This design comes from an exercise in tuning for small area, a short achievable clock period and few clock cycles per item on the open sky130 flow, not from production work.
Function was checked by simulation only, so behaviour that the tests miss may differ from the original.
Power and IR drop assume default switching activity.

## flow/design.v (module list and top-level ports; edited modules follow where they fit)
// module tdm_slot_timer_unit: 3079 lines
module tdm_slot_timer_unit (
   input  logic        clock,
   input  logic        reset,
   input  logic        req_valid,
   output logic        req_ready,
   input  logic [47:0] req_now_time,
   output logic        rsp_valid,
   input  logic        rsp_ready,
   output logic [1:0]  rsp_current_slot,
   output logic        rsp_is_own,
   output logic [48:0] rsp_next_own_start,
   output logic [32:0] rsp_wait_time,
   output logic        rsp_error,
   input  logic        csr_we,
   input  logic [2:0]  csr_index,
   input  logic [15:0] csr_wdata
);
  // ...
==> flow/flow/run.sh <==
#!/bin/bash
# Standard layout, with these changes to how it is made:
#  - ports are buffered with buf_4 cells;
#  - the repair steps aim at a larger setup margin but work on the worst
#    endpoints only;
#  - clock tree sinks are clustered in larger groups.
set -euo pipefail
bash standard.sh SETUP_SLACK_MARGIN=6.5 TNS_END_PERCENT=20 \
  CTS_CLUSTER_SIZE=25 CTS_CLUSTER_DIAMETER=100 \
  BUFFER_PORTS_ARGS="-buffer_cell sky130_fd_sc_hd__buf_4" finish > standard.log 2>&1
==> flow/standard.sh <==
#!/bin/bash
# synth_recipe.tcl (not shown) runs the flow's synth.tcl, then flattens the netlist and writes it again
# the make line also repeats each setting of config.mk as NAME=value (left out here)
make -C /OpenROAD-flow-scripts/flow DESIGN_CONFIG=/design/flow/config.mk WORK_HOME=/design/flow/orfs CLKGATE_MAP_FILE= SYNTH_SCRIPT=/design/flow/synth_recipe.tcl "${@:-finish}"
==> flow/config.mk <==
export PLATFORM = sky130hd
export DESIGN_NAME = tdm_slot_timer_unit
export DESIGN_NICKNAME = tdm_slot_timer_unit
export VERILOG_FILES = /design/flow/design.v
export SDC_FILE = /design/flow/constraint.sdc
export NUM_CORES = 4
export LEC_CHECK = 0
export CAP_MARGIN = 20
export CORE_MARGIN = 2
export CORE_UTILIZATION = 40
export SLEW_MARGIN = 20
==> flow/constraint.sdc <==
create_clock -name core_clock -period 10.0 [get_ports {clock}]
set_input_delay 2.0000 -clock core_clock [delete_from_list [all_inputs] [get_ports {clock}]]
set_output_delay 2.0000 -clock core_clock [all_outputs]
set_load 0.01 [all_outputs]
==> flow_metrics.py, run 1 <==
metrics = {
    "sta": {
        "min_period_ns": 3.700,
        "tightest_slew_ns": 1.340,
        "rsz0062_at_grt": "yes",
        "setup_viol": 0,
        "max_freq_mhz": 270.3,
    },
    "drt": {
        "first_pass_iters": 7,
        "detail_route.wl_per_cell_um": 19.99,
        "via_count": 44530,
        "drtIter0Drc": 2846,
        "wl_met1_um": 76180,
    },
    "synth": {
        "synth_edf_count": 138,
        "netlist_area_mm2": 0.06389,
        "synthSimpleGateAreaFrac_pct": 9.410,
        "synth.top_cell.area_share_pct": 37.63,
        "synth_top_cell_by_area": "dfxtp_1",
        "ys_ff_latch": 1339,
        "synth_xor_area_share_pct": 5.182,
        "yosys-top-cells-count": "dfxtp_1 (1201), ha_1 (695), nand2_1 (417), a21oi_1 (355), nor2_1 (332)",
    },
    "final_layout": {
        "seq_share_pct": 38.64,
        "final_common_cell": "dfxtp_1",
        "reg_top3": "out_q: 69 flops, skid_q: 69 flops",
        "regArea_mm2": 0.02824,
        "inverters_excl_clock": 301,
        "syn_to_final_growth_pct": 14.40,
        "seq_cell_count": 1339,
    },
    "global_routing": {
        "grt_pass1_wl_um": 252100,
        "busiest_layer": "met2",
        "grt_max_degree": 91,
    },
    "setup_path": {
        "required_ns": 10.59,
        "critPathMostFrequentCell": "a211oi_1",
        "cpPeakStageDelay_ns": 0.45,
        "path_buf_inv": 2,
        "reg2reg_depth": 14,
    },
    "floorplan": {
        "initial_core_util_pct": 40.29,
    },
    "power_and_ir_drop": {
        "comb_power_share_pct": 56.1,
        "p_sw_w": 0.009817,
        "cellPowerDensity_mw_per_mm2": 326.0,
    },
    "cts": {
        "cts_hold_buf": 0,
        "cts_made_buffers": 71,
        "clkLatencyLatePin_ns": 0.72,
    },
    "placement": {
        "dp_hpwl_um": 115300,
    },
    "status": {
        "outcome": "no timing/DRC/antenna violations",
    },
}
Testbench counts, summed over its fixed seeds: cycles 8,144, items 8,000.
==> inputs of run 2 (changes only) <==
--- a/flow/design.v
+++ b/flow/design.v
@@ -55,16 +55,20 @@
    logic [15:0] cyc;       
    logic        cz;        
    logic [15:0] ooff;      
    logic [16:0] c1;        
    logic        err;       
    logic [17:0] c3;        
    logic [15:1] hz;        
    logic [17:1] hz3;       
+   logic [15:0] cycn;
+   logic [17:0] c3n;
+   logic [15:1] hzn;
+   logic [17:1] hz3n;
    logic [15:0] cyc_d, ooff_d;
    logic [17:0] c3_d;
    always_comb begin
       case (cm1)
          2'd0: cyc_d = end0;
          2'd1: cyc_d = end1;
          2'd2: cyc_d = end2;
          default: cyc_d = end3;
@@ -79,22 +83,28 @@
    assign c3_d = {2'b0, cyc_d} + {1'b0, cyc_d, 1'b0};
    always_ff @(posedge clock) begin
       cyc  <= cyc_d;
       cz   <= cyc_d == 16'd0;
       ooff <= ooff_d;
       c1   <= {1'b0, cyc_d} + {1'b0, ooff_d};
       err  <= own > cm1;
       c3   <= c3_d;
+      cycn <= ~cyc_d;
+      c3n  <= ~c3_d;
    end
    always_comb begin
       hz[15] = ~cyc[15];
       for (int k = 14; k >= 1; k--) hz[k] = hz[k+1] & ~cyc[k];
       hz3[17] = ~c3[17];
       for (int k = 16; k >= 1; k--) hz3[k] = hz3[k+1] & ~c3[k];
+      hzn[15] = cycn[15];
+      for (int k = 14; k >= 1; k--) hzn[k] = hzn[k+1] & cycn[k];
+      hz3n[17] = c3n[17];
+      for (int k = 16; k >= 1; k--) hz3n[k] = hz3n[k+1] & c3n[k];
    end
    logic        v0;
    logic [47:0] n0;
    logic [1:0] r0;
    logic        v1;
    logic [47:0] n1;
    logic [3:0] r1;
    logic        v2;
@@ -150,27 +160,25 @@
    assign out_free = ~out_v | rsp_ready;
    assign leave    = head & ~skid_v;
    assign again    = v16 & ~leave;
    assign take     = req_valid & rdy;
    assign req_ready = rdy;
    wire [17:0] m1 = {2'b0, cyc};
    wire [17:0] m2 = {1'b0, cyc, 1'b0};
    wire [17:0] m3 = c3;
+   wire [17:0] nm1 = {2'b11, cycn};
    wire [47:0] nin = again ? n16 : req_now_time;
    wire [17:0] m1p = {2'b0, cyc_d};
    wire [17:0] m2p = {1'b0, cyc_d, 1'b0};
-   wire [17:0] m3p = c3_d;
+   wire [17:0] m3p = {16'd0, c3_d[1:0]};
    logic [15:1] hzp;
-   logic [17:1] hz3p;
    always_comb begin
       hzp[15] = ~cyc_d[15];
       for (int k = 14; k >= 1; k--) hzp[k] = hzp[k+1] & ~cyc_d[k];
-      hz3p[17] = ~c3_d[17];
-      for (int k = 16; k >= 1; k--) hz3p[k] = hz3p[k+1] & ~c3_d[k];
    end
    logic [1:0] tr0;
    assign tr0 = {nin[47], nin[46]};
    logic [1:0] d0_1;
    wire [1:0] s0_1_x = tr0;
    wire [1:0] s0_1_y = ~m1p[1:0];
    wire [1:0] s0_1_g = s0_1_x & s0_1_y;
    wire [1:0] s0_1_p = s0_1_x ^ s0_1_y;
@@ -244,65 +252,65 @@
    wire ge2_3 = s2_3_co & hz3[4];
    logic [3:0] q2;
    assign q2 = ge2_3 ? d2_3[3:0] : ge2_2 ? d2_2[3:0] : ge2_1 ? d2_1[3:0] : tr2[3:0];
    wire [3:0] rn1 = q2;
    logic [5:0] tr4;
    assign tr4 = {r1, n1[43], n1[42]};
    logic [5:0] d4_1;
    wire [5:0] s4_1_x = tr4;
-   wire [5:0] s4_1_y = ~m1[5:0];
+   wire [5:0] s4_1_y = nm1[5:0];
    wire [5:0] s4_1_g = s4_1_x & s4_1_y;
    wire [5:0] s4_1_p = s4_1_x ^ s4_1_y;
    wire s4_1_G13 = s4_1_g[1] | (s4_1_p[1] & (s4_1_g[0] | s4_1_p[0]));
    wire s4_1_G14 = s4_1_g[3] | (s4_1_p[3] & s4_1_g[2]);
    wire s4_1_P14 = s4_1_p[3] & s4_1_p[2];
    wire s4_1_G15 = s4_1_g[5] | (s4_1_p[5] & s4_1_g[4]);
    wire s4_1_P15 = s4_1_p[5] & s4_1_p[4];
    wire s4_1_G16 = s4_1_g[2] | (s4_1_p[2] & s4_1_G13);
    wire s4_1_G17 = s4_1_G14 | (s4_1_P14 & s4_1_G13);
    wire s4_1_G18 = s4_1_g[4] | (s4_1_p[4] & s4_1_G17);
    wire s4_1_G19 = s4_1_G15 | (s4_1_P15 & s4_1_G17);
    wire [5:0] s4_1_s = s4_1_p ^ {s4_1_G18, s4_1_G17, s4_1_G16, s4_1_G13, (s4_1_g[0] | s4_1_p[0]), 1'b1};
    wire s4_1_co = s4_1_G19;
    assign d4_1 = s4_1_s;
-   wire ge4_1 = s4_1_co & hz[6];
+   wire ge4_1 = s4_1_co & hzn[6];
    logic [5:0] d4_2;
    wire [4:0] s4_2_x = tr4[5:1];
-   wire [4:0] s4_2_y = ~m1[4:0];
+   wire [4:0] s4_2_y = nm1[4:0];
    wire [4:0] s4_2_g = s4_2_x & s4_2_y;
    wire [4:0] s4_2_p = s4_2_x ^ s4_2_y;
    wire s4_2_G20 = s4_2_g[1] | (s4_2_p[1] & (s4_2_g[0] | s4_2_p[0]));
    wire s4_2_G21 = s4_2_g[3] | (s4_2_p[3] & s4_2_g[2]);
    wire s4_2_P21 = s4_2_p[3] & s4_2_p[2];
    wire s4_2_G22 = s4_2_g[2] | (s4_2_p[2] & s4_2_G20);
    wire s4_2_G23 = s4_2_G21 | (s4_2_P21 & s4_2_G20);
    wire s4_2_G24 = s4_2_g[4] | (s4_2_p[4] & s4_2_G23);
    wire [4:0] s4_2_s = s4_2_p ^ {s4_2_G23, s4_2_G22, s4_2_G20, (s4_2_g[0] | s4_2_p[0]), 1'b1};
    wire s4_2_co = s4_2_G24;
    assign d4_2 = {s4_2_s, tr4[0]};
-   wire ge4_2 = s4_2_co & hz[5];
+   wire ge4_2 = s4_2_co & hzn[5];
    logic [5:0] d4_3;
    wire [5:0] s4_3_x = tr4;
-   wire [5:0] s4_3_y = ~m3[5:0];
+   wire [5:0] s4_3_y = c3n[5:0];
    wire [5:0] s4_3_g = s4_3_x & s4_3_y;
    wire [5:0] s4_3_p = s4_3_x ^ s4_3_y;
    wire s4_3_G25 = s4_3_g[1] | (s4_3_p[1] & (s4_3_g[0] | s4_3_p[0]));
    wire s4_3_G26 = s4_3_g[3] | (s4_3_p[3] & s4_3_g[2]);
    wire s4_3_P26 = s4_3_p[3] & s4_3_p[2];
    wire s4_3_G27 = s4_3_g[5] | (s4_3_p[5] & s4_3_g[4]);
    wire s4_3_P27 = s4_3_p[5] & s4_3_p[4];
    wire s4_3_G28 = s4_3_g[2] | (s4_3_p[2] & s4_3_G25);
    wire s4_3_G29 = s4_3_G26 | (s4_3_P26 & s4_3_G25);
    wire s4_3_G30 = s4_3_g[4] | (s4_3_p[4] & s4_3_G29);
    wire s4_3_G31 = s4_3_G27 | (s4_3_P27 & s4_3_G29);
    wire [5:0] s4_3_s = s4_3_p ^ {s4_3_G30, s4_3_G29, s4_3_G28, s4_3_G25, (s4_3_g[0] | s4_3_p[0]), 1'b1};
    wire s4_3_co = s4_3_G31;
    assign d4_3 = s4_3_s;
-   wire ge4_3 = s4_3_co & hz3[6];
+   wire ge4_3 = s4_3_co & hz3n[6];
    logic [5:0] q4;
    assign q4 = ge4_3 ? d4_3[5:0] : ge4_2 ? d4_2[5:0] : ge4_1 ? d4_1[5:0] : tr4[5:0];
    wire [5:0] rn2 = q4;
    logic [7:0] tr6;
    assign tr6 = {r2, n2[41], n2[40]};
    logic [7:0] d6_1;
    wire [7:0] s6_1_x = tr6;
    wire [7:0] s6_1_y = ~m1[7:0];
@@ -378,17 +386,17 @@
    wire ge6_3 = s6_3_co & hz3[8];
    logic [7:0] q6;
    assign q6 = ge6_3 ? d6_3[7:0] : ge6_2 ? d6_2[7:0] : ge6_1 ? d6_1[7:0] : tr6[7:0];
    wire [7:0] rn3 = q6;
    logic [9:0] tr8;
    assign tr8 = {r3, n3[39], n3[38]};
    logic [9:0] d8_1;
    wire [9:0] s8_1_x = tr8;
-   wire [9:0] s8_1_y = ~m1[9:0];
+   wire [9:0] s8_1_y = nm1[9:0];
    wire [9:0] s8_1_g = s8_1_x & s8_1_y;
    wire [9:0] s8_1_p = s8_1_x ^ s8_1_y;
    wire s8_1_G65 = s8_1_g[1] | (s8_1_p[1] & (s8_1_g[0] | s8_1_p[0]));
    wire s8_1_G66 = s8_1_g[3] | (s8_1_p[3] & s8_1_g[2]);
    wire s8_1_P66 = s8_1_p[3] & s8_1_p[2];
    wire s8_1_G67 = s8_1_g[5] | (s8_1_p[5] & s8_1_g[4]);
    wire s8_1_P67 = s8_1_p[5] & s8_1_p[4];
    wire s8_1_G68 = s8_1_g[7] | (s8_1_p[7] & s8_1_g[6]);
@@ -405,20 +413,20 @@
    wire s8_1_G75 = s8_1_G67 | (s8_1_P67 & s8_1_G71);
    wire s8_1_G76 = s8_1_G72 | (s8_1_P72 & s8_1_G71);
    wire s8_1_G77 = s8_1_G73 | (s8_1_P73 & s8_1_G71);
    wire s8_1_G78 = s8_1_g[8] | (s8_1_p[8] & s8_1_G77);
    wire s8_1_G79 = s8_1_G69 | (s8_1_P69 & s8_1_G77);
    wire [9:0] s8_1_s = s8_1_p ^ {s8_1_G78, s8_1_G77, s8_1_G76, s8_1_G75, s8_1_G74, s8_1_G71, s8_1_G70, s8_1_G65, (s8_1_g[0] | s8_1_p[0]), 1'b1};
    wire s8_1_co = s8_1_G79;
    assign d8_1 = s8_1_s;
-   wire ge8_1 = s8_1_co & hz[10];
+   wire ge8_1 = s8_1_co & hzn[10];
    logic [9:0] d8_2;
    wire [8:0] s8_2_x = tr8[9:1];
-   wire [8:0] s8_2_y = ~m1[8:0];
+   wire [8:0] s8_2_y = nm1[8:0];
    wire [8:0] s8_2_g = s8_2_x & s8_2_y;
    wire [8:0] s8_2_p = s8_2_x ^ s8_2_y;
    wire s8_2_G80 = s8_2_g[1] | (s8_2_p[1] & (s8_2_g[0] | s8_2_p[0]));
    wire s8_2_G81 = s8_2_g[3] | (s8_2_p[3] & s8_2_g[2]);
    wire s8_2_P81 = s8_2_p[3] & s8_2_p[2];
    wire s8_2_G82 = s8_2_g[5] | (s8_2_p[5] & s8_2_g[4]);
    wire s8_2_P82 = s8_2_p[5] & s8_2_p[4];
    wire s8_2_G83 = s8_2_g[7] | (s8_2_p[7] & s8_2_g[6]);
@@ -432,20 +440,20 @@
    wire s8_2_G88 = s8_2_g[4] | (s8_2_p[4] & s8_2_G85);
    wire s8_2_G89 = s8_2_G82 | (s8_2_P82 & s8_2_G85);
    wire s8_2_G90 = s8_2_G86 | (s8_2_P86 & s8_2_G85);
    wire s8_2_G91 = s8_2_G87 | (s8_2_P87 & s8_2_G85);
    wire s8_2_G92 = s8_2_g[8] | (s8_2_p[8] & s8_2_G91);
    wire [8:0] s8_2_s = s8_2_p ^ {s8_2_G91, s8_2_G90, s8_2_G89, s8_2_G88, s8_2_G85, s8_2_G84, s8_2_G80, (s8_2_g[0] | s8_2_p[0]), 1'b1};
    wire s8_2_co = s8_2_G92;
    assign d8_2 = {s8_2_s, tr8[0]};
-   wire ge8_2 = s8_2_co & hz[9];
+   wire ge8_2 = s8_2_co & hzn[9];
    logic [9:0] d8_3;
    wire [9:0] s8_3_x = tr8;
-   wire [9:0] s8_3_y = ~m3[9:0];
+   wire [9:0] s8_3_y = c3n[9:0];
    wire [9:0] s8_3_g = s8_3_x & s8_3_y;
    wire [9:0] s8_3_p = s8_3_x ^ s8_3_y;
    wire s8_3_G93 = s8_3_g[1] | (s8_3_p[1] & (s8_3_g[0] | s8_3_p[0]));
    wire s8_3_G94 = s8_3_g[3] | (s8_3_p[3] & s8_3_g[2]);
    wire s8_3_P94 = s8_3_p[3] & s8_3_p[2];
    wire s8_3_G95 = s8_3_g[5] | (s8_3_p[5] & s8_3_g[4]);
    wire s8_3_P95 = s8_3_p[5] & s8_3_p[4];
    wire s8_3_G96 = s8_3_g[7] | (s8_3_p[7] & s8_3_g[6]);
@@ -462,17 +470,17 @@
    wire s8_3_G103 = s8_3_G95 | (s8_3_P95 & s8_3_G99);
    wire s8_3_G104 = s8_3_G100 | (s8_3_P100 & s8_3_G99);
    wire s8_3_G105 = s8_3_G101 | (s8_3_P101 & s8_3_G99);
    wire s8_3_G106 = s8_3_g[8] | (s8_3_p[8] & s8_3_G105);
    wire s8_3_G107 = s8_3_G97 | (s8_3_P97 & s8_3_G105);
    wire [9:0] s8_3_s = s8_3_p ^ {s8_3_G106, s8_3_G105, s8_3_G104, s8_3_G103, s8_3_G102, s8_3_G99, s8_3_G98, s8_3_G93, (s8_3_g[0] | s8_3_p[0]), 1'b1};
    wire s8_3_co = s8_3_G107;
    assign d8_3 = s8_3_s;
-   wire ge8_3 = s8_3_co & hz3[10];
+   wire ge8_3 = s8_3_co & hz3n[10];
    logic [9:0] q8;
    assign q8 = ge8_3 ? d8_3[9:0] : ge8_2 ? d8_2[9:0] : ge8_1 ? d8_1[9:0] : tr8[9:0];
    wire [9:0] rn4 = q8;
    logic [11:0] tr10;
    assign tr10 = {r4, n4[37], n4[36]};
    logic [11:0] d10_1;
    wire [11:0] s10_1_x = tr10;
    wire [11:0] s10_1_y = ~m1[11:0];
@@ -584,17 +592,17 @@
    wire ge10_3 = s10_3_co & hz3[12];
    logic [11:0] q10;
    assign q10 = ge10_3 ? d10_3[11:0] : ge10_2 ? d10_2[11:0] : ge10_1 ? d10_1[11:0] : tr10[11:0];
    wire [11:0] rn5 = q10;
    logic [13:0] tr12;
    assign tr12 = {r5, n5[35], n5[34]};
    logic [13:0] d12_1;
    wire [13:0] s12_1_x = tr12;
-   wire [13:0] s12_1_y = ~m1[13:0];
+   wire [13:0] s12_1_y = nm1[13:0];
    wire [13:0] s12_1_g = s12_1_x & s12_1_y;
    wire [13:0] s12_1_p = s12_1_x ^ s12_1_y;
    wire s12_1_G165 = s12_1_g[1] | (s12_1_p[1] & (s12_1_g[0] | s12_1_p[0]));
    wire s12_1_G166 = s12_1_g[3] | (s12_1_p[3] & s12_1_g[2]);
    wire s12_1_P166 = s12_1_p[3] & s12_1_p[2];
    wire s12_1_G167 = s12_1_g[5] | (s12_1_p[5] & s12_1_g[4]);
    wire s12_1_P167 = s12_1_p[5] & s12_1_p[4];
    wire s12_1_G168 = s12_1_g[7] | (s12_1_p[7] & s12_1_g[6]);
@@ -627,20 +635,20 @@
    wire s12_1_G185 = s12_1_G169 | (s12_1_P169 & s12_1_G181);
    wire s12_1_G186 = s12_1_G176 | (s12_1_P176 & s12_1_G181);
    wire s12_1_G187 = s12_1_G177 | (s12_1_P177 & s12_1_G181);
    wire s12_1_G188 = s12_1_G182 | (s12_1_P182 & s12_1_G181);
    wire s12_1_G189 = s12_1_G183 | (s12_1_P183 & s12_1_G181);
    wire [13:0] s12_1_s = s12_1_p ^ {s12_1_G188, s12_1_G187, s12_1_G186, s12_1_G185, s12_1_G184, s12_1_G181, s12_1_G180, s12_1_G179, s12_1_G178, s12_1_G173, s12_1_G172, s12_1_G165, (s12_1_g[0] | s12_1_p[0]), 1'b1};
    wire s12_1_co = s12_1_G189;
    assign d12_1 = s12_1_s;
-   wire ge12_1 = s12_1_co & hz[14];
+   wire ge12_1 = s12_1_co & hzn[14];
    logic [13:0] d12_2;
    wire [12:0] s12_2_x = tr12[13:1];
-   wire [12:0] s12_2_y = ~m1[12:0];
+   wire [12:0] s12_2_y = nm1[12:0];
    wire [12:0] s12_2_g = s12_2_x & s12_2_y;
    wire [12:0] s12_2_p = s12_2_x ^ s12_2_y;
    wire s12_2_G190 = s12_2_g[1] | (s12_2_p[1] & (s12_2_g[0] | s12_2_p[0]));
    wire s12_2_G191 = s12_2_g[3] | (s12_2_p[3] & s12_2_g[2]);
    wire s12_2_P191 = s12_2_p[3] & s12_2_p[2];
    wire s12_2_G192 = s12_2_g[5] | (s12_2_p[5] & s12_2_g[4]);
    wire s12_2_P192 = s12_2_p[5] & s12_2_p[4];
    wire s12_2_G193 = s12_2_g[7] | (s12_2_p[7] & s12_2_g[6]);
@@ -668,20 +676,20 @@
    wire s12_2_G207 = s12_2_g[8] | (s12_2_p[8] & s12_2_G205);
    wire s12_2_G208 = s12_2_G194 | (s12_2_P194 & s12_2_G205);
    wire s12_2_G209 = s12_2_G200 | (s12_2_P200 & s12_2_G205);
    wire s12_2_G210 = s12_2_G201 | (s12_2_P201 & s12_2_G205);
    wire s12_2_G211 = s12_2_G206 | (s12_2_P206 & s12_2_G205);
    wire [12:0] s12_2_s = s12_2_p ^ {s12_2_G210, s12_2_G209, s12_2_G208, s12_2_G207, s12_2_G205, s12_2_G204, s12_2_G203, s12_2_G202, s12_2_G197, s12_2_G196, s12_2_G190, (s12_2_g[0] | s12_2_p[0]), 1'b1};
    wire s12_2_co = s12_2_G211;
    assign d12_2 = {s12_2_s, tr12[0]};
-   wire ge12_2 = s12_2_co & hz[13];
+   wire ge12_2 = s12_2_co & hzn[13];
    logic [13:0] d12_3;
    wire [13:0] s12_3_x = tr12;
-   wire [13:0] s12_3_y = ~m3[13:0];
+   wire [13:0] s12_3_y = c3n[13:0];
    wire [13:0] s12_3_g = s12_3_x & s12_3_y;
    wire [13:0] s12_3_p = s12_3_x ^ s12_3_y;
    wire s12_3_G212 = s12_3_g[1] | (s12_3_p[1] & (s12_3_g[0] | s12_3_p[0]));
    wire s12_3_G213 = s12_3_g[3] | (s12_3_p[3] & s12_3_g[2]);
    wire s12_3_P213 = s12_3_p[3] & s12_3_p[2];
    wire s12_3_G214 = s12_3_g[5] | (s12_3_p[5] & s12_3_g[4]);
    wire s12_3_P214 = s12_3_p[5] & s12_3_p[4];
    wire s12_3_G215 = s12_3_g[7] | (s12_3_p[7] & s12_3_g[6]);
@@ -714,17 +722,17 @@
    wire s12_3_G232 = s12_3_G216 | (s12_3_P216 & s12_3_G228);
    wire s12_3_G233 = s12_3_G223 | (s12_3_P223 & s12_3_G228);
    wire s12_3_G234 = s12_3_G224 | (s12_3_P224 & s12_3_G228);
    wire s12_3_G235 = s12_3_G229 | (s12_3_P229 & s12_3_G228);
    wire s12_3_G236 = s12_3_G230 | (s12_3_P230 & s12_3_G228);
    wire [13:0] s12_3_s = s12_3_p ^ {s12_3_G235, s12_3_G234, s12_3_G233, s12_3_G232, s12_3_G231, s12_3_G228, s12_3_G227, s12_3_G226, s12_3_G225, s12_3_G220, s12_3_G219, s12_3_G212, (s12_3_g[0] | s12_3_p[0]), 1'b1};
    wire s12_3_co = s12_3_G236;
    assign d12_3 = s12_3_s;
-   wire ge12_3 = s12_3_co & hz3[14];
+   wire ge12_3 = s12_3_co & hz3n[14];
    logic [13:0] q12;
    assign q12 = ge12_3 ? d12_3[13:0] : ge12_2 ? d12_2[13:0] : ge12_1 ? d12_1[13:0] : tr12[13:0];
    wire [13:0] rn6 = q12;
    logic [15:0] tr14;
    assign tr14 = {r6, n6[33], n6[32]};
    logic [15:0] d14_1;
    wire [15:0] s14_1_x = tr14;
    wire [15:0] s14_1_y = ~m1[15:0];
@@ -894,17 +902,17 @@
    wire ge14_3 = s14_3_co & hz3[16];
    logic [15:0] q14;
    assign q14 = ge14_3 ? d14_3[15:0] : ge14_2 ? d14_2[15:0] : ge14_1 ? d14_1[15:0] : tr14[15:0];
    wire [15:0] rn7 = q14;
    logic [17:0] tr16;
    assign tr16 = {r7, n7[31], n7[30]};
    logic [17:0] d16_1;
    wire [17:0] s16_1_x = tr16;
-   wire [17:0] s16_1_y = ~m1[17:0];
+   wire [17:0] s16_1_y = nm1[17:0];
    wire [17:0] s16_1_g = s16_1_x & s16_1_y;
    wire [17:0] s16_1_p = s16_1_x ^ s16_1_y;
    wire s16_1_G329 = s16_1_g[1] | (s16_1_p[1] & (s16_1_g[0] | s16_1_p[0]));
    wire s16_1_G330 = s16_1_g[3] | (s16_1_p[3] & s16_1_g[2]);
    wire s16_1_P330 = s16_1_p[3] & s16_1_p[2];
    wire s16_1_G331 = s16_1_g[5] | (s16_1_p[5] & s16_1_g[4]);
    wire s16_1_P331 = s16_1_p[5] & s16_1_p[4];
    wire s16_1_G332 = s16_1_g[7] | (s16_1_p[7] & s16_1_g[6]);
@@ -956,17 +964,17 @@
    wire s16_1_G362 = s16_1_g[16] | (s16_1_p[16] & s16_1_G361);
    wire s16_1_G363 = s16_1_G337 | (s16_1_P337 & s16_1_G361);
    wire [17:0] s16_1_s = s16_1_p ^ {s16_1_G362, s16_1_G361, s16_1_G360, s16_1_G359, s16_1_G358, s16_1_G357, s16_1_G356, s16_1_G355, s16_1_G354, s16_1_G349, s16_1_G348, s16_1_G347, s16_1_G346, s16_1_G339, s16_1_G338, s16_1_G329, (s16_1_g[0] | s16_1_p[0]), 1'b1};
    wire s16_1_co = s16_1_G363;
    assign d16_1 = s16_1_s;
    wire ge16_1 = s16_1_co;
    logic [17:0] d16_2;
    wire [16:0] s16_2_x = tr16[17:1];
-   wire [16:0] s16_2_y = ~m1[16:0];
+   wire [16:0] s16_2_y = nm1[16:0];
    wire [16:0] s16_2_g = s16_2_x & s16_2_y;
    wire [16:0] s16_2_p = s16_2_x ^ s16_2_y;
    wire s16_2_G364 = s16_2_g[1] | (s16_2_p[1] & (s16_2_g[0] | s16_2_p[0]));
    wire s16_2_G365 = s16_2_g[3] | (s16_2_p[3] & s16_2_g[2]);
    wire s16_2_P365 = s16_2_p[3] & s16_2_p[2];
    wire s16_2_G366 = s16_2_g[5] | (s16_2_p[5] & s16_2_g[4]);
    wire s16_2_P366 = s16_2_p[5] & s16_2_p[4];
    wire s16_2_G367 = s16_2_g[7] | (s16_2_p[7] & s16_2_g[6]);
@@ -1015,17 +1023,17 @@
    wire s16_2_G395 = s16_2_G387 | (s16_2_P387 & s16_2_G383);
    wire s16_2_G396 = s16_2_g[16] | (s16_2_p[16] & s16_2_G395);
    wire [16:0] s16_2_s = s16_2_p ^ {s16_2_G395, s16_2_G394, s16_2_G393, s16_2_G392, s16_2_G391, s16_2_G390, s16_2_G389, s16_2_G388, s16_2_G383, s16_2_G382, s16_2_G381, s16_2_G380, s16_2_G373, s16_2_G372, s16_2_G364, (s16_2_g[0] | s16_2_p[0]), 1'b1};
    wire s16_2_co = s16_2_G396;
    assign d16_2 = {s16_2_s, tr16[0]};
    wire ge16_2 = s16_2_co;
    logic [17:0] d16_3;
    wire [17:0] s16_3_x = tr16;
-   wire [17:0] s16_3_y = ~m3[17:0];
+   wire [17:0] s16_3_y = c3n[17:0];
    wire [17:0] s16_3_g = s16_3_x & s16_3_y;
    wire [17:0] s16_3_p = s16_3_x ^ s16_3_y;
    wire s16_3_G397 = s16_3_g[1] | (s16_3_p[1] & (s16_3_g[0] | s16_3_p[0]));
    wire s16_3_G398 = s16_3_g[3] | (s16_3_p[3] & s16_3_g[2]);
    wire s16_3_P398 = s16_3_p[3] & s16_3_p[2];
    wire s16_3_G399 = s16_3_g[5] | (s16_3_p[5] & s16_3_g[4]);
    wire s16_3_P399 = s16_3_p[5] & s16_3_p[4];
    wire s16_3_G400 = s16_3_g[7] | (s16_3_p[7] & s16_3_g[6]);
@@ -1270,17 +1278,17 @@
    wire ge18_3 = s18_3_co;
    logic [15:0] q18;
    assign q18 = ge18_3 ? d18_3[15:0] : ge18_2 ? d18_2[15:0] : ge18_1 ? d18_1[15:0] : tr18[15:0];
    wire [15:0] rn9 = q18;
    logic [17:0] tr20;
    assign tr20 = {r9, n9[27], n9[26]};
    logic [17:0] d20_1;
    wire [17:0] s20_1_x = tr20;
-   wire [17:0] s20_1_y = ~m1[17:0];
+   wire [17:0] s20_1_y = nm1[17:0];
    wire [17:0] s20_1_g = s20_1_x & s20_1_y;
    wire [17:0] s20_1_p = s20_1_x ^ s20_1_y;
    wire s20_1_G535 = s20_1_g[1] | (s20_1_p[1] & (s20_1_g[0] | s20_1_p[0]));
    wire s20_1_G536 = s20_1_g[3] | (s20_1_p[3] & s20_1_g[2]);
    wire s20_1_P536 = s20_1_p[3] & s20_1_p[2];
    wire s20_1_G537 = s20_1_g[5] | (s20_1_p[5] & s20_1_g[4]);
    wire s20_1_P537 = s20_1_p[5] & s20_1_p[4];
    wire s20_1_G538 = s20_1_g[7] | (s20_1_p[7] & s20_1_g[6]);
@@ -1332,17 +1340,17 @@
    wire s20_1_G568 = s20_1_g[16] | (s20_1_p[16] & s20_1_G567);
    wire s20_1_G569 = s20_1_G543 | (s20_1_P543 & s20_1_G567);
    wire [17:0] s20_1_s = s20_1_p ^ {s20_1_G568, s20_1_G567, s20_1_G566, s20_1_G565, s20_1_G564, s20_1_G563, s20_1_G562, s20_1_G561, s20_1_G560, s20_1_G555, s20_1_G554, s20_1_G553, s20_1_G552, s20_1_G545, s20_1_G544, s20_1_G535, (s20_1_g[0] | s20_1_p[0]), 1'b1};
    wire s20_1_co = s20_1_G569;
    assign d20_1 = s20_1_s;
    wire ge20_1 = s20_1_co;
    logic [17:0] d20_2;
    wire [16:0] s20_2_x = tr20[17:1];
-   wire [16:0] s20_2_y = ~m1[16:0];
+   wire [16:0] s20_2_y = nm1[16:0];
    wire [16:0] s20_2_g = s20_2_x & s20_2_y;
    wire [16:0] s20_2_p = s20_2_x ^ s20_2_y;
    wire s20_2_G570 = s20_2_g[1] | (s20_2_p[1] & (s20_2_g[0] | s20_2_p[0]));
    wire s20_2_G571 = s20_2_g[3] | (s20_2_p[3] & s20_2_g[2]);
    wire s20_2_P571 = s20_2_p[3] & s20_2_p[2];
    wire s20_2_G572 = s20_2_g[5] | (s20_2_p[5] & s20_2_g[4]);
    wire s20_2_P572 = s20_2_p[5] & s20_2_p[4];
    wire s20_2_G573 = s20_2_g[7] | (s20_2_p[7] & s20_2_g[6]);
@@ -1391,17 +1399,17 @@
    wire s20_2_G601 = s20_2_G593 | (s20_2_P593 & s20_2_G589);
    wire s20_2_G602 = s20_2_g[16] | (s20_2_p[16] & s20_2_G601);
    wire [16:0] s20_2_s = s20_2_p ^ {s20_2_G601, s20_2_G600, s20_2_G599, s20_2_G598, s20_2_G597, s20_2_G596, s20_2_G595, s20_2_G594, s20_2_G589, s20_2_G588, s20_2_G587, s20_2_G586, s20_2_G579, s20_2_G578, s20_2_G570, (s20_2_g[0] | s20_2_p[0]), 1'b1};
    wire s20_2_co = s20_2_G602;
    assign d20_2 = {s20_2_s, tr20[0]};
    wire ge20_2 = s20_2_co;
    logic [17:0] d20_3;
    wire [17:0] s20_3_x = tr20;
-   wire [17:0] s20_3_y = ~m3[17:0];
+   wire [17:0] s20_3_y = c3n[17:0];
    wire [17:0] s20_3_g = s20_3_x & s20_3_y;
    wire [17:0] s20_3_p = s20_3_x ^ s20_3_y;
    wire s20_3_G603 = s20_3_g[1] | (s20_3_p[1] & (s20_3_g[0] | s20_3_p[0]));
    wire s20_3_G604 = s20_3_g[3] | (s20_3_p[3] & s20_3_g[2]);
    wire s20_3_P604 = s20_3_p[3] & s20_3_p[2];
    wire s20_3_G605 = s20_3_g[5] | (s20_3_p[5] & s20_3_g[4]);
    wire s20_3_P605 = s20_3_p[5] & s20_3_p[4];
    wire s20_3_G606 = s20_3_g[7] | (s20_3_p[7] & s20_3_g[6]);
@@ -1646,17 +1654,17 @@
    wire ge22_3 = s22_3_co;
    logic [15:0] q22;
    assign q22 = ge22_3 ? d22_3[15:0] : ge22_2 ? d22_2[15:0] : ge22_1 ? d22_1[15:0] : tr22[15:0];
    wire [15:0] rn11 = q22;
    logic [17:0] tr24;
    assign tr24 = {r11, n11[23], n11[22]};
    logic [17:0] d24_1;
    wire [17:0] s24_1_x = tr24;
-   wire [17:0] s24_1_y = ~m1[17:0];
+   wire [17:0] s24_1_y = nm1[17:0];
    wire [17:0] s24_1_g = s24_1_x & s24_1_y;
    wire [17:0] s24_1_p = s24_1_x ^ s24_1_y;
    wire s24_1_G741 = s24_1_g[1] | (s24_1_p[1] & (s24_1_g[0] | s24_1_p[0]));
    wire s24_1_G742 = s24_1_g[3] | (s24_1_p[3] & s24_1_g[2]);
    wire s24_1_P742 = s24_1_p[3] & s24_1_p[2];
    wire s24_1_G743 = s24_1_g[5] | (s24_1_p[5] & s24_1_g[4]);
    wire s24_1_P743 = s24_1_p[5] & s24_1_p[4];
    wire s24_1_G744 = s24_1_g[7] | (s24_1_p[7] & s24_1_g[6]);
@@ -1708,17 +1716,17 @@
    wire s24_1_G774 = s24_1_g[16] | (s24_1_p[16] & s24_1_G773);
    wire s24_1_G775 = s24_1_G749 | (s24_1_P749 & s24_1_G773);
    wire [17:0] s24_1_s = s24_1_p ^ {s24_1_G774, s24_1_G773, s24_1_G772, s24_1_G771, s24_1_G770, s24_1_G769, s24_1_G768, s24_1_G767, s24_1_G766, s24_1_G761, s24_1_G760, s24_1_G759, s24_1_G758, s24_1_G751, s24_1_G750, s24_1_G741, (s24_1_g[0] | s24_1_p[0]), 1'b1};
    wire s24_1_co = s24_1_G775;
    assign d24_1 = s24_1_s;
    wire ge24_1 = s24_1_co;
    logic [17:0] d24_2;
    wire [16:0] s24_2_x = tr24[17:1];
-   wire [16:0] s24_2_y = ~m1[16:0];
+   wire [16:0] s24_2_y = nm1[16:0];
    wire [16:0] s24_2_g = s24_2_x & s24_2_y;
    wire [16:0] s24_2_p = s24_2_x ^ s24_2_y;
    wire s24_2_G776 = s24_2_g[1] | (s24_2_p[1] & (s24_2_g[0] | s24_2_p[0]));
    wire s24_2_G777 = s24_2_g[3] | (s24_2_p[3] & s24_2_g[2]);
    wire s24_2_P777 = s24_2_p[3] & s24_2_p[2];
    wire s24_2_G778 = s24_2_g[5] | (s24_2_p[5] & s24_2_g[4]);
    wire s24_2_P778 = s24_2_p[5] & s24_2_p[4];
    wire s24_2_G779 = s24_2_g[7] | (s24_2_p[7] & s24_2_g[6]);
@@ -1767,17 +1775,17 @@
    wire s24_2_G807 = s24_2_G799 | (s24_2_P799 & s24_2_G795);
    wire s24_2_G808 = s24_2_g[16] | (s24_2_p[16] & s24_2_G807);
    wire [16:0] s24_2_s = s24_2_p ^ {s24_2_G807, s24_2_G806, s24_2_G805, s24_2_G804, s24_2_G803, s24_2_G802, s24_2_G801, s24_2_G800, s24_2_G795, s24_2_G794, s24_2_G793, s24_2_G792, s24_2_G785, s24_2_G784, s24_2_G776, (s24_2_g[0] | s24_2_p[0]), 1'b1};
    wire s24_2_co = s24_2_G808;
    assign d24_2 = {s24_2_s, tr24[0]};
    wire ge24_2 = s24_2_co;
    logic [17:0] d24_3;
    wire [17:0] s24_3_x = tr24;
-   wire [17:0] s24_3_y = ~m3[17:0];
+   wire [17:0] s24_3_y = c3n[17:0];
    wire [17:0] s24_3_g = s24_3_x & s24_3_y;
    wire [17:0] s24_3_p = s24_3_x ^ s24_3_y;
    wire s24_3_G809 = s24_3_g[1] | (s24_3_p[1] & (s24_3_g[0] | s24_3_p[0]));
    wire s24_3_G810 = s24_3_g[3] | (s24_3_p[3] & s24_3_g[2]);
    wire s24_3_P810 = s24_3_p[3] & s24_3_p[2];
    wire s24_3_G811 = s24_3_g[5] | (s24_3_p[5] & s24_3_g[4]);
    wire s24_3_P811 = s24_3_p[5] & s24_3_p[4];
    wire s24_3_G812 = s24_3_g[7] | (s24_3_p[7] & s24_3_g[6]);
@@ -2022,17 +2030,17 @@
    wire ge26_3 = s26_3_co;
    logic [15:0] q26;
    assign q26 = ge26_3 ? d26_3[15:0] : ge26_2 ? d26_2[15:0] : ge26_1 ? d26_1[15:0] : tr26[15:0];
    wire [15:0] rn13 = q26;
    logic [17:0] tr28;
    assign tr28 = {r13, n13[19], n13[18]};
    logic [17:0] d28_1;
    wire [17:0] s28_1_x = tr28;
-   wire [17:0] s28_1_y = ~m1[17:0];
+   wire [17:0] s28_1_y = nm1[17:0];
    wire [17:0] s28_1_g = s28_1_x & s28_1_y;
    wire [17:0] s28_1_p = s28_1_x ^ s28_1_y;
    wire s28_1_G947 = s28_1_g[1] | (s28_1_p[1] & (s28_1_g[0] | s28_1_p[0]));
    wire s28_1_G948 = s28_1_g[3] | (s28_1_p[3] & s28_1_g[2]);
    wire s28_1_P948 = s28_1_p[3] & s28_1_p[2];
    wire s28_1_G949 = s28_1_g[5] | (s28_1_p[5] & s28_1_g[4]);
    wire s28_1_P949 = s28_1_p[5] & s28_1_p[4];
    wire s28_1_G950 = s28_1_g[7] | (s28_1_p[7] & s28_1_g[6]);
@@ -2084,17 +2092,17 @@
    wire s28_1_G980 = s28_1_g[16] | (s28_1_p[16] & s28_1_G979);
    wire s28_1_G981 = s28_1_G955 | (s28_1_P955 & s28_1_G979);
    wire [17:0] s28_1_s = s28_1_p ^ {s28_1_G980, s28_1_G979, s28_1_G978, s28_1_G977, s28_1_G976, s28_1_G975, s28_1_G974, s28_1_G973, s28_1_G972, s28_1_G967, s28_1_G966, s28_1_G965, s28_1_G964, s28_1_G957, s28_1_G956, s28_1_G947, (s28_1_g[0] | s28_1_p[0]), 1'b1};
    wire s28_1_co = s28_1_G981;
    assign d28_1 = s28_1_s;
    wire ge28_1 = s28_1_co;
    logic [17:0] d28_2;
    wire [16:0] s28_2_x = tr28[17:1];
-   wire [16:0] s28_2_y = ~m1[16:0];
+   wire [16:0] s28_2_y = nm1[16:0];
    wire [16:0] s28_2_g = s28_2_x & s28_2_y;
    wire [16:0] s28_2_p = s28_2_x ^ s28_2_y;
    wire s28_2_G982 = s28_2_g[1] | (s28_2_p[1] & (s28_2_g[0] | s28_2_p[0]));
    wire s28_2_G983 = s28_2_g[3] | (s28_2_p[3] & s28_2_g[2]);
    wire s28_2_P983 = s28_2_p[3] & s28_2_p[2];
    wire s28_2_G984 = s28_2_g[5] | (s28_2_p[5] & s28_2_g[4]);
    wire s28_2_P984 = s28_2_p[5] & s28_2_p[4];
    wire s28_2_G985 = s28_2_g[7] | (s28_2_p[7] & s28_2_g[6]);
@@ -2143,17 +2151,17 @@
    wire s28_2_G1013 = s28_2_G1005 | (s28_2_P1005 & s28_2_G1001);
    wire s28_2_G1014 = s28_2_g[16] | (s28_2_p[16] & s28_2_G1013);
    wire [16:0] s28_2_s = s28_2_p ^ {s28_2_G1013, s28_2_G1012, s28_2_G1011, s28_2_G1010, s28_2_G1009, s28_2_G1008, s28_2_G1007, s28_2_G1006, s28_2_G1001, s28_2_G1000, s28_2_G999, s28_2_G998, s28_2_G991, s28_2_G990, s28_2_G982, (s28_2_g[0] | s28_2_p[0]), 1'b1};
    wire s28_2_co = s28_2_G1014;
    assign d28_2 = {s28_2_s, tr28[0]};
    wire ge28_2 = s28_2_co;
    logic [17:0] d28_3;
    wire [17:0] s28_3_x = tr28;
-   wire [17:0] s28_3_y = ~m3[17:0];
+   wire [17:0] s28_3_y = c3n[17:0];
    wire [17:0] s28_3_g = s28_3_x & s28_3_y;
    wire [17:0] s28_3_p = s28_3_x ^ s28_3_y;
    wire s28_3_G1015 = s28_3_g[1] | (s28_3_p[1] & (s28_3_g[0] | s28_3_p[0]));
    wire s28_3_G1016 = s28_3_g[3] | (s28_3_p[3] & s28_3_g[2]);
    wire s28_3_P1016 = s28_3_p[3] & s28_3_p[2];
    wire s28_3_G1017 = s28_3_g[5] | (s28_3_p[5] & s28_3_g[4]);
    wire s28_3_P1017 = s28_3_p[5] & s28_3_p[4];
    wire s28_3_G1018 = s28_3_g[7] | (s28_3_p[7] & s28_3_g[6]);
==> flow/flow/run.sh (replaced) <==
#!/bin/bash
# Standard layout, with these changes to how it is made:
#  - ports are buffered with buf_4 cells;
#  - the repair steps aim at a larger setup margin but work on the worst
#    endpoints only;
#  - clock tree sinks are clustered in larger groups.
set -euo pipefail
bash standard.sh SETUP_SLACK_MARGIN=6.5 TNS_END_PERCENT=5 \
  CTS_CLUSTER_SIZE=25 CTS_CLUSTER_DIAMETER=100 \
  BUFFER_PORTS_ARGS="-buffer_cell sky130_fd_sc_hd__buf_4" finish > standard.log 2>&1
==> run 2 against run 1 <==
Effect of this change:
- final cell count increased by 2.9%
- clock skew decreased by 0.0024 ns
- design area increased by 1.6%
- critical path type unchanged
- critical endpoint is now r14[9]$_DFF_P_
- largest power group unchanged
==> flow_metrics.py, run 2 <==
metrics = {
    "status": {
        "outcome": "no timing/DRC/antenna violations",
    },
    "sta": {
        "rsz0062_at_grt": "yes",
        "slew_headroom_pct": 10.47,
        "min_period_ns": 3.594,
        "hold_ws_ns": 0.3129,
        "final.setup.tns_ns": 0,
        "fin_crit_sh_pct": 35.94,
        "setup_ws_ns": 6.406,
        "tightest_slew_ns": 1.331,
        "setup_viol": 0,
        "hold_viol": 0,
        "max_freq_mhz": 278.3,
        "fin_skew_ns": 0.03860,
        "slew_viol_final": 0,
    },
    "power_and_ir_drop": {
        "p_leak_nw": 31.09,
        "cellPowerDensity_mw_per_mm2": 327.0,
        "total_power_w": 0.02429,
        "ir_drop_mv": 0.1579,
    },
    "synth": {
        "synth_top_cell_by_area": "dfxtp_1",
        "synthFlopType": "dfxtp_1",
        "synthSimpleGateAreaFrac_pct": 9.879,
        "ys_seq_area_share_pct": 44.23,
        "yosysWarnings": 1,
        "synth_xor_area_share_pct": 4.955,
        "synth_cell_types": 93,
        "yosysMostFrequentCell": "dfxtp_1",
        "ys_top_cells_by_area": "dfxtp_1 (38%), ha_1 (13%), edfxtp_1 (6.4%)",
        "yosys-top-cells-count": "dfxtp_1 (1234), ha_1 (695), nand2_1 (416), nor2_1 (412), a21oi_1 (384)",
        "async_reset_ff_share_pct": 0,
        "synthCells": 6085,
        "synth_top_family_by_area": "adder cells",
        "synth_compound_area_share_pct": 13.45,
        "ys_ff_latch": 1372,
        "synth.top_cell.area_share_pct": 37.87,
        "synth_edf_count": 138,
        "synth_fa_ha_area_share_pct": 19.10,
        "synth.area.mux_share_pct": 5.728,
        "netlist_area_mm2": 0.06523,
        "syn_area_per_cell_um2": 10.72,
    },
    "cts": {
        "h-tree-depth": 3,
        "cts_made_buffers": 71,
        "clkTransAtPathRegs_ns": 0.11,
        "cts_root_buf": "clkbuf_16",
        "cts_hold_buf": 0,
        "clock_sinks": 1372,
        "clkLatencyLatePin_ns": 0.71,
        "cts_tree": "yes",
        "clock_path_buffers": 3,
    },
    "final_layout": {
        "n_fill_cell": 15090,
        "drive_above_1_share_pct": 14.53,
        "syn_to_final_growth_pct": 13.84,
        "final_common_cell": "dfxtp_1",
        "stdcell_area_mm2": 0.07426,
        "multi_input_area_mm2": 0.03618,
        "reg_top3": "out_q: 69 flops, skid_q: 69 flops",
        "nets": 7367,
        "layout_common_cells": "dfxtp_1 (1195), ha_1 (688), nand2_1 (410), nor2_1 (403), a21oi_1 (361)",
        "antennaDiodeCount": 0,
        "regArea_mm2": 0.02891,
    },
    "setup_path": {
        "critPathArrivalTime_ns": 4.24,
        "worstSetupPathType": "reg2reg",
        "cp_slowest_cell": "fa_2",
        "endpoint_kind": "register",
        "cp_cell_sequence": "clkinv_4 -> bufbuf_16 -> ha_2 -> inv_2 -> fa_2 -> a21o_1 -> a41oi_2 -> a31oi_4 -> a211oi_4 -> o31ai_4 -> a31o_2 -> buf_4 -> mux2i_1 -> mux2_2 -> a21oi_1",
        "required_ns": 10.65,
        "reg2reg_depth": 15,
        "cpPeakStageDelay_ns": 0.38,
        "crit_path_max_fanout": 6,
        "start_kind": "register",
    },
    "global_routing": {
        "grt_max_degree": 91,
        "grt_usage_pct": 21.55,
        "grt_pass1_wl_um": 275000,
        "grt_overflow": 0,
        "grt_pass1_vias": 45110,
        "grt_antenna_before_repair": 10,
    },
    "hold_path": {
        "holdPathStages": 0,
        "hold_path_class": "reg2reg",
    },
    "placement": {
        "pre_cts_ws_ns": 5.299,
        "io_buffers": 143,
        "placed_area_mm2": 0.06902,
        "gp_congestion": 0.9343,
        "dp_hpwl_um": 131600,
    },
    "drt": {
        "met3WireLength_um": 12140,
        "drc": 0,
        "vias_per_cell": 5.401,
        "wl_met1_um": 84360,
        "via_count": 46570,
        "detail_route.wl_per_cell_um": 21.67,
        "drtIter0Drc": 3524,
        "top_layer": "met5",
        "final_antenna_net_count": 0,
        "drt_wl_total_um": 186900,
        "dr_wl_met2_um": 82400,
        "first_pass_iters": 5,
    },
    "job": {
        "drv_cap": 0,
    },
    "floorplan": {
        "die_area_mm2": 0.1663,
        "die-width_um": 407.8,
        "initial_core_util_pct": 40.17,
        "coreArea_mm2": 0.1624,
        "rows": 148,
        "io_pins": 160,
        "die_h_um": 407.8,
    },
}
## run 2: path summary, 6_finish.rpt
check	to	startpoint	slack, ns
max	r14[9]$_DFF_P_	c3n[0]$_DFF_P_	6.41
min	n8[36]$_DFF_P_	n7[36]$_DFF_P_	0.31
max reg2reg	r14[9]$_DFF_P_	c3n[0]$_DFF_P_	6.41
min reg2reg	n8[36]$_DFF_P_	n7[36]$_DFF_P_	0.31
## run 2: where the power goes
part	switching [W]	internal (W)
registers	0.00101	0.00649
logic	0.00736	0.00621
clock network	0.00183	0.00139
## run 2: kinds of logic (layout without fill, tap and decap cells)
logic type	after synthesis	count (layout)
AOI/OAI and AO/OA	1310	1320
other	1	16
adders and majority gates	883	883
and+or+nand+nor	1384	1390
muxes	334	334
xor gates and xnor gates	369	369
DFF	1372	1372
buffers and inverters	432	763
## run 2: stage by stage
stage,std cells,utilization [%]
floorplan,6100,-
detailed placement,8341,42.50
global route,8622,45.72
CTS,8526,44.71
finish,8622,45.72
global placement,8341,42.49
## run 2: what timing repair did
item | 4_1_cts | 5_1_grt
endpoints found under the setup margin | 243 | 250
gates cloned | 11 | 14
pin swaps | 36 | 109
buffers inserted | 66 | 82
gates resized for setup | 161 | 205
## run 2: critical path, delay by kind of cell, from the launching register on
kind                     cells  cell delay (ns)
adder cells (fa/ha/maj)      2             0.57
flip-flops                   1             0.34
buffers and inverters        4             0.60
AO/OA/AOI/OAI                7             1.64
multiplexers                 2             0.39
## run 2: final cells by class
type | instances | share of cell area, %
well taps | 2175 | 3.665
flip-flops and latches | 1372 | 38.93
clock inverters | 19 | 0.3842
repair buffers | 373 | 4.280
multi-input cells | 4312 | 48.72
inverters | 282 | 1.479
clock buffers | 89 | 2.539
## run 2: routing by layer
layer | global-route usage [%] | vias to the layer above
met3 | 3.887 | 297
li1 | - | 22280
met2 | 33.64 | 1287
met5 | 0 | -
met4 | 8.685 | 10
met1 | 29.45 | 22700
Testbench counts of run 2, summed over its fixed seeds: cycles 8,144, items 8,000.

-- what the ideal ports hide --
How much do the figures lean on ideal ports? The routed layouts below were timed once more, with nothing changed but the port constraints.
Step 1 assumes that a clkbuf_16 drives the clock port and a buf_2 every other input.
Step 2 also shifts input and output timing later by t, the mid clock arrival at the registers, as if the neighbouring blocks saw the same clock.
Three values: ideal ports, drivers, drivers and shift; two values: the first two.
| run | t, ns | setup slack, ns | hold slack, ns | worst setup path after step 2 | worst register clock-pin slew, ns |
|---|---|---|---|---|---|
| run 1 | 0.781 | 6.300 / 6.300 / 6.002 | 0.310 / 0.310 / 0.310 | input to register | 0.10 / 0.10 |
| run 2 | 0.776 | 6.406 / 6.356 / 6.147 | 0.313 / 0.313 / 0.313 | input to register | 0.11 / 0.11 |
After both steps setup and hold are still met in every run listed. The setup slack of run 1, which loses most, moves by 0.000 ns with the drivers and by -0.298 ns with both steps.
